Source: an optimization exercise on an open RTL-to-GDS flow (aim: small area, a short achievable clock period and few clock cycles per item). Production flows keep margins and buffers that such runs may drop.
For this run, only the layout was checked, not whether the RTL still works.

==> design/flow/flow/run.sh <==
#!/bin/bash
# The standard layout (standard.sh), except that the port buffers that
# buffer_ports inserts are sky130_fd_sc_hd__buf_2 cells instead of its default pick.
set -euo pipefail
export BUFFER_PORTS_ARGS="-buffer_cell sky130_fd_sc_hd__buf_2"
bash standard.sh > standard_make.log 2>&1
==> design/flow/standard.sh <==
#!/bin/bash
# synth_recipe.tcl (not shown) runs the flow's synth.tcl, then flattens the netlist and writes it again
# the make line also repeats each setting of config.mk as NAME=value (left out here)
make -C /OpenROAD-flow-scripts/flow DESIGN_CONFIG=/design/flow/config.mk WORK_HOME=/design/flow/orfs CLKGATE_MAP_FILE= SYNTH_SCRIPT=/design/flow/synth_recipe.tcl "${@:-finish}"
==> design/flow/config.mk <==
export PLATFORM = sky130hd
export DESIGN_NAME = subbytes_stream
export DESIGN_NICKNAME = subbytes_stream
export VERILOG_FILES = /design/flow/design.v
export SDC_FILE = /design/flow/constraint.sdc
export NUM_CORES = 8
export LEC_CHECK = 0
export CAP_MARGIN = 20
export CORE_MARGIN = 2
export CORE_UTILIZATION = 45
export PLACE_DENSITY = 0.6
export SETUP_SLACK_MARGIN = 2.0
export SLEW_MARGIN = 20
export SYNTH_HIERARCHICAL = 1
export SYNTH_MINIMUM_KEEP_SIZE = 0
==> design/flow/constraint.sdc <==
create_clock -name core_clock -period 5.5 [get_ports {clk}]
set_input_delay 1.1000 -clock core_clock [delete_from_list [all_inputs] [get_ports {clk}]]
set_output_delay 1.1000 -clock core_clock [all_outputs]
set_load 0.01 [all_outputs]
==> design/flow/design.v <==
package aes_pkg;
   localparam int BYTE_W = 8;
   typedef logic [BYTE_W-1:0] lane_t;
endpackage
module sb_xor2 (input logic a, b, output logic y); assign y = a ^ b; endmodule
module sb_xnor2 (input logic a, b, output logic y); assign y = ~(a ^ b); endmodule
module sb_nand2 (input logic a, b, output logic y); assign y = ~(a & b); endmodule
module sb_nor2 (input logic a, b, output logic y); assign y = ~(a | b); endmodule
module sb_nand2b (input logic an, b, output logic y); assign y = ~(~an & b); endmodule
module sb_nor2b (input logic a, bn, output logic y); assign y = ~(a | ~bn); endmodule
module sb_mux2i (input logic s, a0, a1, output logic y); assign y = ~(s ? a1 : a0); endmodule
module sb_mux2 (input logic s, a0, a1, output logic y); assign y = s ? a1 : a0; endmodule
module sb_inv (input logic a, output logic y); assign y = ~a; endmodule
module sbox_st0 (input logic [7:0] si, input logic inv, output logic [11:0] so);
   logic n1;
   logic n2;
   logic n3;
   logic n4;
   logic n5;
   logic n6;
   logic n7;
   logic n8;
   logic n9;
   logic n10;
   logic n11;
   logic n12;
   logic n15;
   logic n16;
   logic n17;
   logic n18;
   logic n19;
   logic n20;
   logic n21;
   logic n22;
   logic T2;
   logic T3;
   logic T4;
   logic T5;
   logic T6;
   logic T7;
   logic T8;
   logic T9;
   logic T11;
   logic T12;
   logic T13;
   logic T15;
   logic T17;
   logic T18;
   logic T19;
   logic T21;
   logic T22;
   logic T23;
   logic T27;
   logic M1;
   logic M2;
   logic M4;
   logic M6;
   logic M7;
   logic M9;
   logic M11;
   logic M12;
   logic M14;
   logic M13;
   logic M15;
   logic n23;
   logic n24;
   logic n25;
   logic n26;
   sb_xor2 g0 (.a(si[2]), .b(si[5]), .y(n1));
   sb_xnor2 g1 (.a(si[1]), .b(si[6]), .y(n2));
   sb_xor2 g2 (.a(si[0]), .b(si[3]), .y(n3));
   sb_xor2 g3 (.a(si[4]), .b(si[7]), .y(n4));
   sb_xor2 g4 (.a(si[5]), .b(n3), .y(n5));
   sb_xnor2 g5 (.a(si[1]), .b(n4), .y(n6));
   sb_xor2 g6 (.a(si[2]), .b(n4), .y(n7));
   sb_xor2 g7 (.a(si[0]), .b(n1), .y(n8));
   sb_xor2 g8 (.a(si[6]), .b(n3), .y(n9));
   sb_xnor2 g9 (.a(si[4]), .b(n2), .y(n10));
   sb_xnor2 g10 (.a(si[3]), .b(n2), .y(n11));
   sb_xnor2 g11 (.a(si[7]), .b(n1), .y(n12));
   sb_mux2i g12 (.s(inv), .a0(si[0]), .a1(n12), .y(n15));
   sb_mux2i g13 (.s(inv), .a0(si[1]), .a1(n9), .y(n16));
   sb_mux2i g14 (.s(inv), .a0(si[2]), .a1(n6), .y(n17));
   sb_mux2i g15 (.s(inv), .a0(si[3]), .a1(n8), .y(n18));
   sb_mux2i g16 (.s(inv), .a0(si[4]), .a1(n11), .y(n19));
   sb_mux2i g17 (.s(inv), .a0(si[5]), .a1(n7), .y(n20));
   sb_mux2i g18 (.s(inv), .a0(si[6]), .a1(n5), .y(n21));
   sb_mux2i g19 (.s(inv), .a0(si[7]), .a1(n10), .y(n22));
   sb_xor2 g20 (.a(n22), .b(n19), .y(so[4]));
   sb_xor2 g21 (.a(n22), .b(n17), .y(T2));
   sb_xor2 g22 (.a(n22), .b(n16), .y(T3));
   sb_xor2 g23 (.a(n19), .b(n17), .y(T4));
   sb_xor2 g24 (.a(n18), .b(n16), .y(T5));
   sb_xor2 g25 (.a(so[4]), .b(T5), .y(T6));
   sb_xnor2 g26 (.a(n21), .b(n20), .y(T7));
   sb_xnor2 g27 (.a(n15), .b(T6), .y(T8));
   sb_xor2 g28 (.a(n15), .b(T7), .y(T9));
   sb_xnor2 g29 (.a(T6), .b(T7), .y(so[5]));
   sb_xor2 g30 (.a(n21), .b(n17), .y(T11));
   sb_xnor2 g31 (.a(n20), .b(n17), .y(T12));
   sb_xor2 g32 (.a(T3), .b(T4), .y(T13));
   sb_xor2 g33 (.a(T6), .b(T11), .y(so[0]));
   sb_xor2 g34 (.a(T5), .b(T11), .y(T15));
   sb_xnor2 g35 (.a(T5), .b(T12), .y(so[6]));
   sb_xor2 g36 (.a(T9), .b(so[6]), .y(T17));
   sb_xor2 g37 (.a(n19), .b(n15), .y(T18));
   sb_xor2 g38 (.a(T7), .b(T18), .y(T19));
   sb_xnor2 g39 (.a(so[4]), .b(T19), .y(so[7]));
   sb_xor2 g40 (.a(n16), .b(n15), .y(T21));
   sb_xnor2 g41 (.a(T7), .b(T21), .y(T22));
   sb_xor2 g42 (.a(T2), .b(T22), .y(T23));
   sb_xor2 g43 (.a(T2), .b(so[5]), .y(so[1]));
   sb_xnor2 g44 (.a(so[7]), .b(T17), .y(so[2]));
   sb_xor2 g45 (.a(T3), .b(so[6]), .y(so[3]));
   sb_xnor2 g46 (.a(so[4]), .b(T12), .y(T27));
   sb_nand2 g47 (.a(T13), .b(T6), .y(M1));
   sb_nand2 g48 (.a(T23), .b(T8), .y(M2));
   sb_nor2 g49 (.a(T19), .b(n15), .y(M4));
   sb_nand2 g50 (.a(T3), .b(so[6]), .y(M6));
   sb_nand2 g51 (.a(T22), .b(T9), .y(M7));
   sb_nand2 g52 (.a(so[7]), .b(T17), .y(M9));
   sb_nand2 g53 (.a(so[4]), .b(T15), .y(M11));
   sb_nand2 g54 (.a(T4), .b(T27), .y(M12));
   sb_nand2 g55 (.a(T2), .b(so[5]), .y(M14));
   sb_xnor2 g56 (.a(M12), .b(M11), .y(M13));
   sb_xor2 g57 (.a(M14), .b(M11), .y(M15));
   sb_xor2 g58 (.a(M1), .b(M2), .y(n23));
   sb_xor2 g59 (.a(n23), .b(M13), .y(so[8]));
   sb_xnor2 g60 (.a(M4), .b(M1), .y(n24));
   sb_xnor2 g61 (.a(n24), .b(M15), .y(so[9]));
   sb_xor2 g62 (.a(M6), .b(M7), .y(n25));
   sb_xor2 g63 (.a(n25), .b(M13), .y(so[10]));
   sb_xor2 g64 (.a(M9), .b(M6), .y(n26));
   sb_xnor2 g65 (.a(n26), .b(M15), .y(so[11]));
endmodule
module sbox_st1 (input logic [11:0] si, input logic inv, output logic [7:0] so);
   logic n10081;
   logic n10082;
   logic n10083;
   logic n10084;
   logic n10085;
   logic n10086;
   logic n10087;
   logic n10088;
   logic n10089;
   logic n10090;
   logic n10091;
   logic n10092;
   logic n10093;
   logic n10094;
   logic n10095;
   logic n10096;
   logic n10097;
   logic M20;
   logic M21;
   logic M22;
   logic M23;
   logic M24;
   logic M25;
   logic M26;
   logic M27;
   logic M28;
   logic M29;
   logic M30;
   logic M31;
   logic M32;
   logic M33;
   logic M34;
   logic M35;
   logic M36;
   logic M37;
   logic M38;
   logic M39;
   logic M40;
   logic M41;
   logic M42;
   logic M43;
   logic M44;
   logic M45;
   logic M46;
   logic M47;
   logic M48;
   logic M49;
   logic M50;
   logic M51;
   logic M52;
   logic M53;
   logic M54;
   logic M55;
   logic M56;
   logic M57;
   logic M58;
   logic M59;
   logic M60;
   logic M61;
   logic M62;
   logic M63;
   logic n27;
   logic n28;
   logic n29;
   logic n30;
   logic n31;
   logic n32;
   logic n33;
   logic n34;
   logic n35;
   logic n36;
   logic n37;
   logic n38;
   logic n39;
   logic n40;
   logic n41;
   logic n42;
   logic n43;
   logic n44;
   logic n45;
   logic n46;
   logic n47;
   logic n48;
   logic n49;
   logic n50;
   logic n51;
   logic n52;
   logic n53;
   logic n54;
   logic n55;
   logic n56;
   sb_xor2 g0 (.a(si[0]), .b(si[4]), .y(n10081));
   sb_xnor2 g1 (.a(si[5]), .b(si[6]), .y(n10082));
   sb_xnor2 g2 (.a(si[2]), .b(si[7]), .y(n10083));
   sb_xnor2 g3 (.a(si[1]), .b(si[3]), .y(n10084));
   sb_xnor2 g4 (.a(n10082), .b(n10084), .y(n10085));
   sb_xor2 g5 (.a(si[3]), .b(si[6]), .y(n10086));
   sb_xor2 g6 (.a(si[1]), .b(si[5]), .y(n10087));
   sb_xnor2 g7 (.a(n10081), .b(n10082), .y(n10088));
   sb_xnor2 g8 (.a(n10082), .b(n10083), .y(n10089));
   sb_xor2 g9 (.a(n10081), .b(n10083), .y(n10090));
   sb_xor2 g10 (.a(si[6]), .b(n10083), .y(n10091));
   sb_xor2 g11 (.a(si[5]), .b(n10081), .y(n10092));
   sb_xnor2 g12 (.a(si[4]), .b(n10085), .y(n10093));
   sb_xnor2 g13 (.a(si[7]), .b(n10085), .y(n10094));
   sb_xor2 g14 (.a(si[4]), .b(si[7]), .y(n10095));
   sb_xor2 g15 (.a(si[7]), .b(n10086), .y(n10096));
   sb_xor2 g16 (.a(si[4]), .b(n10087), .y(n10097));
   sb_xnor2 g17 (.a(si[8]), .b(si[0]), .y(M20));
   sb_xnor2 g18 (.a(si[9]), .b(si[1]), .y(M21));
   sb_xnor2 g19 (.a(si[10]), .b(si[3]), .y(M22));
   sb_xor2 g20 (.a(si[11]), .b(si[2]), .y(M23));
   sb_xnor2 g21 (.a(M22), .b(M23), .y(M24));
   sb_nand2 g22 (.a(M22), .b(M20), .y(M25));
   sb_xor2 g23 (.a(M21), .b(M25), .y(M26));
   sb_xnor2 g24 (.a(M20), .b(M21), .y(M27));
   sb_xor2 g25 (.a(M23), .b(M25), .y(M28));
   sb_nor2 g26 (.a(M28), .b(M27), .y(M29));
   sb_nor2 g27 (.a(M26), .b(M24), .y(M30));
   sb_nand2 g28 (.a(M20), .b(M23), .y(M31));
   sb_nor2 g29 (.a(M27), .b(M31), .y(M32));
   sb_xor2 g30 (.a(M27), .b(M25), .y(M33));
   sb_nand2 g31 (.a(M21), .b(M22), .y(M34));
   sb_nor2 g32 (.a(M24), .b(M34), .y(M35));
   sb_xor2 g33 (.a(M24), .b(M25), .y(M36));
   sb_xor2 g34 (.a(M21), .b(M29), .y(M37));
   sb_xor2 g35 (.a(M32), .b(M33), .y(M38));
   sb_xor2 g36 (.a(M23), .b(M30), .y(M39));
   sb_xor2 g37 (.a(M35), .b(M36), .y(M40));
   sb_xor2 g38 (.a(M38), .b(M40), .y(M41));
   sb_xor2 g39 (.a(M37), .b(M39), .y(M42));
   sb_xor2 g40 (.a(M37), .b(M38), .y(M43));
   sb_xor2 g41 (.a(M39), .b(M40), .y(M44));
   sb_xor2 g42 (.a(M42), .b(M41), .y(M45));
   sb_nand2 g43 (.a(M44), .b(n10088), .y(M46));
   sb_nand2 g44 (.a(M40), .b(n10089), .y(M47));
   sb_nand2 g45 (.a(M39), .b(n10090), .y(M48));
   sb_nand2 g46 (.a(M43), .b(si[6]), .y(M49));
   sb_nand2 g47 (.a(M38), .b(n10091), .y(M50));
   sb_nand2 g48 (.a(M37), .b(n10083), .y(M51));
   sb_nand2 g49 (.a(M42), .b(n10081), .y(M52));
   sb_nand2 g50 (.a(M45), .b(n10092), .y(M53));
   sb_nand2 g51 (.a(M41), .b(si[5]), .y(M54));
   sb_nand2 g52 (.a(M44), .b(n10093), .y(M55));
   sb_nand2 g53 (.a(M40), .b(n10094), .y(M56));
   sb_nand2 g54 (.a(M39), .b(n10095), .y(M57));
   sb_nand2 g55 (.a(M43), .b(n10086), .y(M58));
   sb_nand2 g56 (.a(M38), .b(n10096), .y(M59));
   sb_nand2 g57 (.a(M37), .b(si[7]), .y(M60));
   sb_nand2 g58 (.a(M42), .b(si[4]), .y(M61));
   sb_nand2 g59 (.a(M45), .b(n10097), .y(M62));
   sb_nand2 g60 (.a(M41), .b(n10087), .y(M63));
   sb_xnor2 g61 (.a(M61), .b(M62), .y(n27));
   sb_xnor2 g62 (.a(M50), .b(M56), .y(n28));
   sb_xor2 g63 (.a(M46), .b(M48), .y(n29));
   sb_xnor2 g64 (.a(M47), .b(M55), .y(n30));
   sb_xor2 g65 (.a(M54), .b(M58), .y(n31));
   sb_xnor2 g66 (.a(M49), .b(M61), .y(n32));
   sb_xor2 g67 (.a(M62), .b(n32), .y(n33));
   sb_xor2 g68 (.a(M46), .b(n30), .y(n34));
   sb_xnor2 g69 (.a(M51), .b(M59), .y(n35));
   sb_xor2 g70 (.a(M52), .b(M53), .y(n36));
   sb_xnor2 g71 (.a(M53), .b(n31), .y(n37));
   sb_xor2 g72 (.a(M60), .b(n29), .y(n38));
   sb_xnor2 g73 (.a(M48), .b(M51), .y(n39));
   sb_xor2 g74 (.a(M50), .b(n27), .y(n40));
   sb_xnor2 g75 (.a(M52), .b(M61), .y(n41));
   sb_xor2 g76 (.a(M55), .b(n28), .y(n42));
   sb_xnor2 g77 (.a(M56), .b(n27), .y(n43));
   sb_xor2 g78 (.a(M57), .b(n28), .y(n44));
   sb_xnor2 g79 (.a(M58), .b(n35), .y(n45));
   sb_xnor2 g80 (.a(M63), .b(n31), .y(n46));
   sb_xnor2 g81 (.a(n27), .b(n28), .y(n47));
   sb_xnor2 g82 (.a(n28), .b(n34), .y(n48));
   sb_xor2 g83 (.a(n30), .b(n39), .y(n49));
   sb_xor2 g84 (.a(n45), .b(n29), .y(n50));
   sb_xor2 g85 (.a(n42), .b(n36), .y(n51));
   sb_xnor2 g86 (.a(n33), .b(n37), .y(n52));
   sb_xor2 g87 (.a(n34), .b(n36), .y(n53));
   sb_xor2 g88 (.a(n35), .b(n37), .y(n54));
   sb_xor2 g89 (.a(n38), .b(n41), .y(n55));
   sb_xor2 g90 (.a(n38), .b(n44), .y(n56));
   sb_xnor2 g91 (.a(n33), .b(n51), .y(so[7]));
   sb_xnor2 g92 (.a(n43), .b(n53), .y(so[6]));
   sb_xor2 g93 (.a(n46), .b(n55), .y(so[5]));
   sb_xnor2 g94 (.a(n33), .b(n48), .y(so[4]));
   sb_xor2 g95 (.a(n47), .b(n49), .y(so[3]));
   sb_xnor2 g96 (.a(n52), .b(n56), .y(so[2]));
   sb_xnor2 g97 (.a(n40), .b(n54), .y(so[1]));
   sb_xnor2 g98 (.a(n33), .b(n50), .y(so[0]));
endmodule
module sbox_st2 (input logic [7:0] si, input logic inv, output logic [7:0] so);
   logic n65;
   logic n66;
   logic n67;
   logic n68;
   logic n69;
   logic n70;
   logic n71;
   logic n72;
   logic n73;
   logic n74;
   logic n75;
   logic n76;
   sb_xor2 g0 (.a(si[0]), .b(si[3]), .y(n65));
   sb_xnor2 g1 (.a(si[4]), .b(si[7]), .y(n66));
   sb_xnor2 g2 (.a(si[1]), .b(si[6]), .y(n67));
   sb_xnor2 g3 (.a(si[2]), .b(si[5]), .y(n68));
   sb_xnor2 g4 (.a(si[4]), .b(n67), .y(n69));
   sb_xor2 g5 (.a(si[5]), .b(n65), .y(n70));
   sb_xor2 g6 (.a(si[6]), .b(n65), .y(n71));
   sb_xnor2 g7 (.a(si[3]), .b(n67), .y(n72));
   sb_xor2 g8 (.a(si[1]), .b(n66), .y(n73));
   sb_xnor2 g9 (.a(si[2]), .b(n66), .y(n74));
   sb_xor2 g10 (.a(si[7]), .b(n68), .y(n75));
   sb_xnor2 g11 (.a(si[0]), .b(n68), .y(n76));
   sb_mux2i g12 (.s(inv), .a0(si[0]), .a1(n75), .y(so[0]));
   sb_mux2i g13 (.s(inv), .a0(si[1]), .a1(n71), .y(so[1]));
   sb_mux2i g14 (.s(inv), .a0(si[2]), .a1(n73), .y(so[2]));
   sb_mux2i g15 (.s(inv), .a0(si[3]), .a1(n76), .y(so[3]));
   sb_mux2i g16 (.s(inv), .a0(si[4]), .a1(n72), .y(so[4]));
   sb_mux2i g17 (.s(inv), .a0(si[5]), .a1(n74), .y(so[5]));
   sb_mux2i g18 (.s(inv), .a0(si[6]), .a1(n70), .y(so[6]));
   sb_mux2i g19 (.s(inv), .a0(si[7]), .a1(n69), .y(so[7]));
endmodule
module subbytes_stream
#(
   parameter int LANES      = 16,
   parameter int CNT_W      = 32
) (
   input  logic                    clk,
   input  logic                    rst,
   input  logic                    in_valid,
   output logic                    in_ready,
   input  logic [aes_pkg::BYTE_W*LANES-1:0] in_data,
   input  logic                    in_inv,
   input  logic                    in_last,
   output logic                    out_valid,
   input  logic                    out_ready,
   output logic [aes_pkg::BYTE_W*LANES-1:0] out_data,
   output logic                    out_last,
   output logic [CNT_W-1:0]        beat_count
);
   localparam int W1 = 12;
   localparam int W2 = 8;
   logic [W1*LANES-1:0] s1_d, s1_q;
   logic [W2*LANES-1:0] s2_d, s2_q;
   logic [2:1] inv_q, last_q, valid_q;
   logic load, in_fire;
   logic [CNT_W-1:0] cnt_q, cnt_d;
   genvar gi;
   for (gi = 0; gi < LANES; gi++) begin : g_lane
      sbox_st0 u_st0 (.si(in_data[aes_pkg::BYTE_W*gi +: aes_pkg::BYTE_W]), .inv(in_inv), .so(s1_d[W1*gi +: W1]));
      sbox_st1 u_st1 (.si(s1_q[W1*gi +: W1]), .inv(inv_q[1]), .so(s2_d[W2*gi +: W2]));
      sbox_st2 u_st2 (.si(s2_q[W2*gi +: W2]), .inv(inv_q[2]), .so(out_data[aes_pkg::BYTE_W*gi +: aes_pkg::BYTE_W]));
   end
   assign load      = ~valid_q[2] | out_ready;
   assign in_ready  = load;
   assign in_fire   = in_valid & load;
   assign out_valid = valid_q[2];
   assign out_last  = last_q[2];
   beat_count_next #(.W(CNT_W)) u_cnt (.q(cnt_q), .inc(in_fire), .d(cnt_d));
   assign beat_count = cnt_q;
   always_ff @(posedge clk or posedge rst) begin
      if (rst) begin
         valid_q <= '0;
         cnt_q   <= '0;
      end else begin
         if (load) valid_q <= {valid_q[2-1:1], in_valid};
         cnt_q <= cnt_d;
      end
   end
   always_ff @(posedge clk) begin
      if (load) begin
         s1_q <= s1_d;
         inv_q[1] <= in_inv;
         last_q[1] <= in_last;
         s2_q <= s2_d;
         inv_q[2] <= inv_q[1];
         last_q[2] <= last_q[1];
      end
   end
endmodule
module beat_count_next
#(
   parameter int W = 32
) (
   input  logic [W-1:0] q,
   input  logic         inc,
   output logic [W-1:0] d
);
   logic [W-1:0] ones, tn;
   always_comb begin
      ones[0] = 1'b1;
      for (int i = 1; i < W; i++) ones[i] = ones[i-1] & q[i-1];
   end
   sb_xor2 u_b0 (.a(q[0]), .b(inc), .y(d[0]));
   assign tn[0] = 1'b0;
   genvar gi;
   for (gi = 1; gi < W; gi++) begin : g_bit
      sb_nand2 u_t (.a(inc), .b(ones[gi]), .y(tn[gi]));
      sb_xnor2 u_d (.a(q[gi]), .b(tn[gi]), .y(d[gi]));
   end
endmodule
==> results.py <==
metrics = {
    "yosys": {
        "synth.yosys.seq_area_share_pct": 30.3,
        "ys_warn_count": 8,
        "netlist_instances": 3454,
        "avgSynthCellArea_sq_um": 10.1,
        "synth_cell_types": 24,
        "yosys.area_share.simple_pct": 7.22,
        "yosys.area_share.adder_pct": 0,
        "synthMuxAreaShare_pct": 7.38,
        "ys_ff_latch": 358,
        "synth_top_family_by_area": "XOR/XNOR gates",
        "syn_area_sq_um": 34900,
        "synth_compound_area_share_pct": 0,
        "synthXorXnorAreaFrac_pct": 55.0,
        "synth_fp_nets": 3588,
    },
    "floorplanning": {
        "dieHeight_microns": 283,
        "row_count": 102,
        "start_util_pct": 45.3,
        "core-area_sq_um": 77100,
        "dieArea_sq_um": 79800,
        "dieWidth_microns": 283,
        "ios": 297,
    },
    "routing": {
        "via_per_inst": 4.55,
        "drc": 0,
        "drt_iter0_markers": 620,
        "wire_per_inst_microns": 13.7,
        "drt_pass1_iterations": 5,
        "wl_microns": 67200,
        "detail-route-antenna-nets": 0,
        "num_vias": 22200,
    },
    "layout": {
        "fin_nets": 3943,
        "design_area_sq_um": 40400,
        "drive_gt1_share_pct": 13.4,
        "areaGrowthSynthToFinish_pct": 15.6,
        "final_cells": 4889,
    },
    "grt": {
        "grtUsageTotal_pct": 16.4,
        "grt_pass1_wl_microns": 109000,
        "first_global_vias": 22100,
        "grt_max_degree": 138,
        "overflow": 0,
        "grt_antenna_before_repair": 6,
    },
    "sta": {
        "fmax_mhz": 291,
        "setup_viol": 0,
        "whs_ps": 417,
        "timing.final.crit_period_ps": 3430,
        "rsz0062_at_grt": "yes",
        "fin_skew_ps": 18.8,
        "finalHoldViolations": 0,
        "min_period_over_period_pct": 62.4,
        "worst_slew_pin_slew_ps": 808,
        "drv_slew": 0,
        "slew-limit-headroom_pct": 46.1,
    },
    "hold_path": {
        "holdCritPathClass": "reg2reg",
    },
    "clock_tree": {
        "htree_levels": 2,
        "numCtsBuffers": 46,
        "cts_tree": "yes",
        "clkLatencyLatePin_ps": 580,
        "clkTransAtPathRegs_ps": 60,
        "cts-root-buf": "clkbuf_16",
        "cts.sinks": 358,
        "ctsHoldBuffers": 0,
        "clock_path_buffers": 3,
    },
    "worst_setup_path": {
        "path_max_fanout": 49,
        "worstSetupEndpointType": "register",
        "cp.required_ps": 5820,
        "critical_path_class": "in2reg",
        "crit_arrival_ps": 3750,
        "cp-start-kind": "primary input",
    },
    "placed_design": {
        "place_hpwl_microns": 53400,
        "postPlaceCellArea_sq_um": 37800,
        "placed_cells_incl_taps": 4797,
        "gp_congestion": 0.852,
        "io_buffers": 296,
    },
    "run": {
        "cap_violations": 0,
    },
    "status": {
        "outcome": "no timing/DRC/antenna violations",
    },
}
==> cell families after synthesis <==
kind of cell / Yosys count
AND/OR/NAND/NOR: 635
XOR/XNOR: 2192
multiplexers: 257
flip-flops: 358
buffers and inverters: 12
==> metal layers <==
layer,global-route usage [%],routed length (microns)
met2,29.7,33800
met1,20.6,29900
met4,3.57,1220
met5,0,40
met3,2.50,2260
==> worst paths after layout <==
kind | start | end | slack, ps | cells after the start
setup / recovery | in_inv | s1_q[21] | 2070 | 9
setup reg to reg | s1_q[87] | s2_q[58] | 2210 | 11
hold reg to reg | inv_q[1] | inv_q[2] | 420 | 0
max in group asynchronous | rst | cnt_q[3] | 4570 | 3
hold / removal | inv_q[1] | inv_q[2] | 420 | 0
min in group asynchronous | rst | valid_q[1] | 600 | 3
==> cells in the final DEF, fill, tap and decap left out, drive strengths merged <==
cell and instances:
buf 307, clkinvlp 5, nor3 10, mux2 1, dfrtp 34, nand4 6
and2 5, clkbuf 57, inv 14, bufbuf 1, bufinv 6, or4 1
xor2 1233, or2b 1, clkinv 15, diode 2, nand2 504, nand2b 1
mux2i 256, nand4b 1, nand3 7, nor4 8, and4 1, and3 4
nor2 86, edfxtp 324, xnor2 959
==> per-stage QoR <==
stage                     setup WS (ps)  TNS (ps)  utilization, %
after floorplan                    -288    -36910               -
after global placement             1320         0            49.1
after detailed placement           1230         0            49.1
after CTS                          2010         0            51.2
after global routing               1920         0            52.4
final                              2070         0            52.4
==> worst max-delay path, cell delays in order <==
cell	delay, ps
clkbuf_16	270
buf_12	380
mux2i_1	430
xor2_1	370
xor2_1	420
xnor2_1	250
nand2_1	110
xor2_1	270
xnor2_1	110
==> modules after synthesis (local to each module, per instance), excerpt <==
| module | flip-flops and latches | copies in the design |
|---|---|---|
| sb_nand2 | 0 | 495 |
| sb_xor2 | 0 | 1233 |
| sb_xnor2 | 0 | 959 |
| subbytes_stream | 358 | 1 |
| sb_nor2 | 0 | 80 |
| sb_mux2i | 0 | 256 |
==> synthesized netlist by cell type <==
library cell,n,share of area (%)
mux2_4,1,0.043
nand2_1,504,5.4
nand3_1,7,0.10
mux2i_1,256,7.3
dfrtp_1,34,2.4
inv_1,10,0.11
nand4_1,6,0.11
or2b_1,1,0.022
and4_1,1,0.025
nor4_1,4,0.072
nand2b_4,1,0.039
buf_1,1,0.011
xor2_1,1233,31
xnor2_1,959,24
nand4b_1,1,0.025
buf_2,1,0.014
edfxtp_1,324,28
and2_2,1,0.022
and2_1,4,0.072
nor2_1,86,0.92
or4_4,1,0.032
and3_1,4,0.072
nor4_2,4,0.14
nor3_1,10,0.14
==> repair_timing <==
item / CTS / global route
buffers inserted: 2 / 1
resized for setup: 2 / 123
endpoints found under the setup margin: 71 / 119
pin swaps: 0 / 3
cloned: 1 / 0
==> final cells by class <==
class / instances / area [sq um]
Fill cell: 7085 / 36700
Multi-Input combinational cell: 3084 / 25200
Sequential cell: 358 / 10600
Timing Repair Buffer: 309 / 1690
Tap cell: 1040 / 1300
Clock buffer: 56 / 1230
Clock inverter: 30 / 344
Inverter: 10 / 37.5
Antenna cell: 2 / 5.00
==> state kept, by name, summed over array words and instances (netlist names) <==
register and cells:
s1_q 192, valid_q 2, s2_q 128, inv_q 2
last_q 2, cnt_q 32

[what the ideal ports hide]
No port has a modelled driver above. Below, the same layout with a new extraction and two added sets of constraints. Step 1, drivers: a clkbuf_16 drives clk and a buf_2 each remaining input, both assumed. Step 2 moves the port delays by t, midway between the first and last clock arrival at a register: inputs arrive t later, outputs are due t later. That takes back most of the time a late clock gives input paths. a / b / c = no drivers / after step 1 / after step 2; a / b = the first two.
shift t [ns]: 0.636
setup slack, ns: 2.068 / 2.079 / 1.443
worst hold slack (ns): 0.417 / 0.417 / 0.417
worst setup path after step 2: input to register
pins driven straight from the clock port: 1
After both steps setup and hold are still met in this run. The setup slack of this run moves by +0.011 ns with the drivers and by -0.625 ns with both steps.
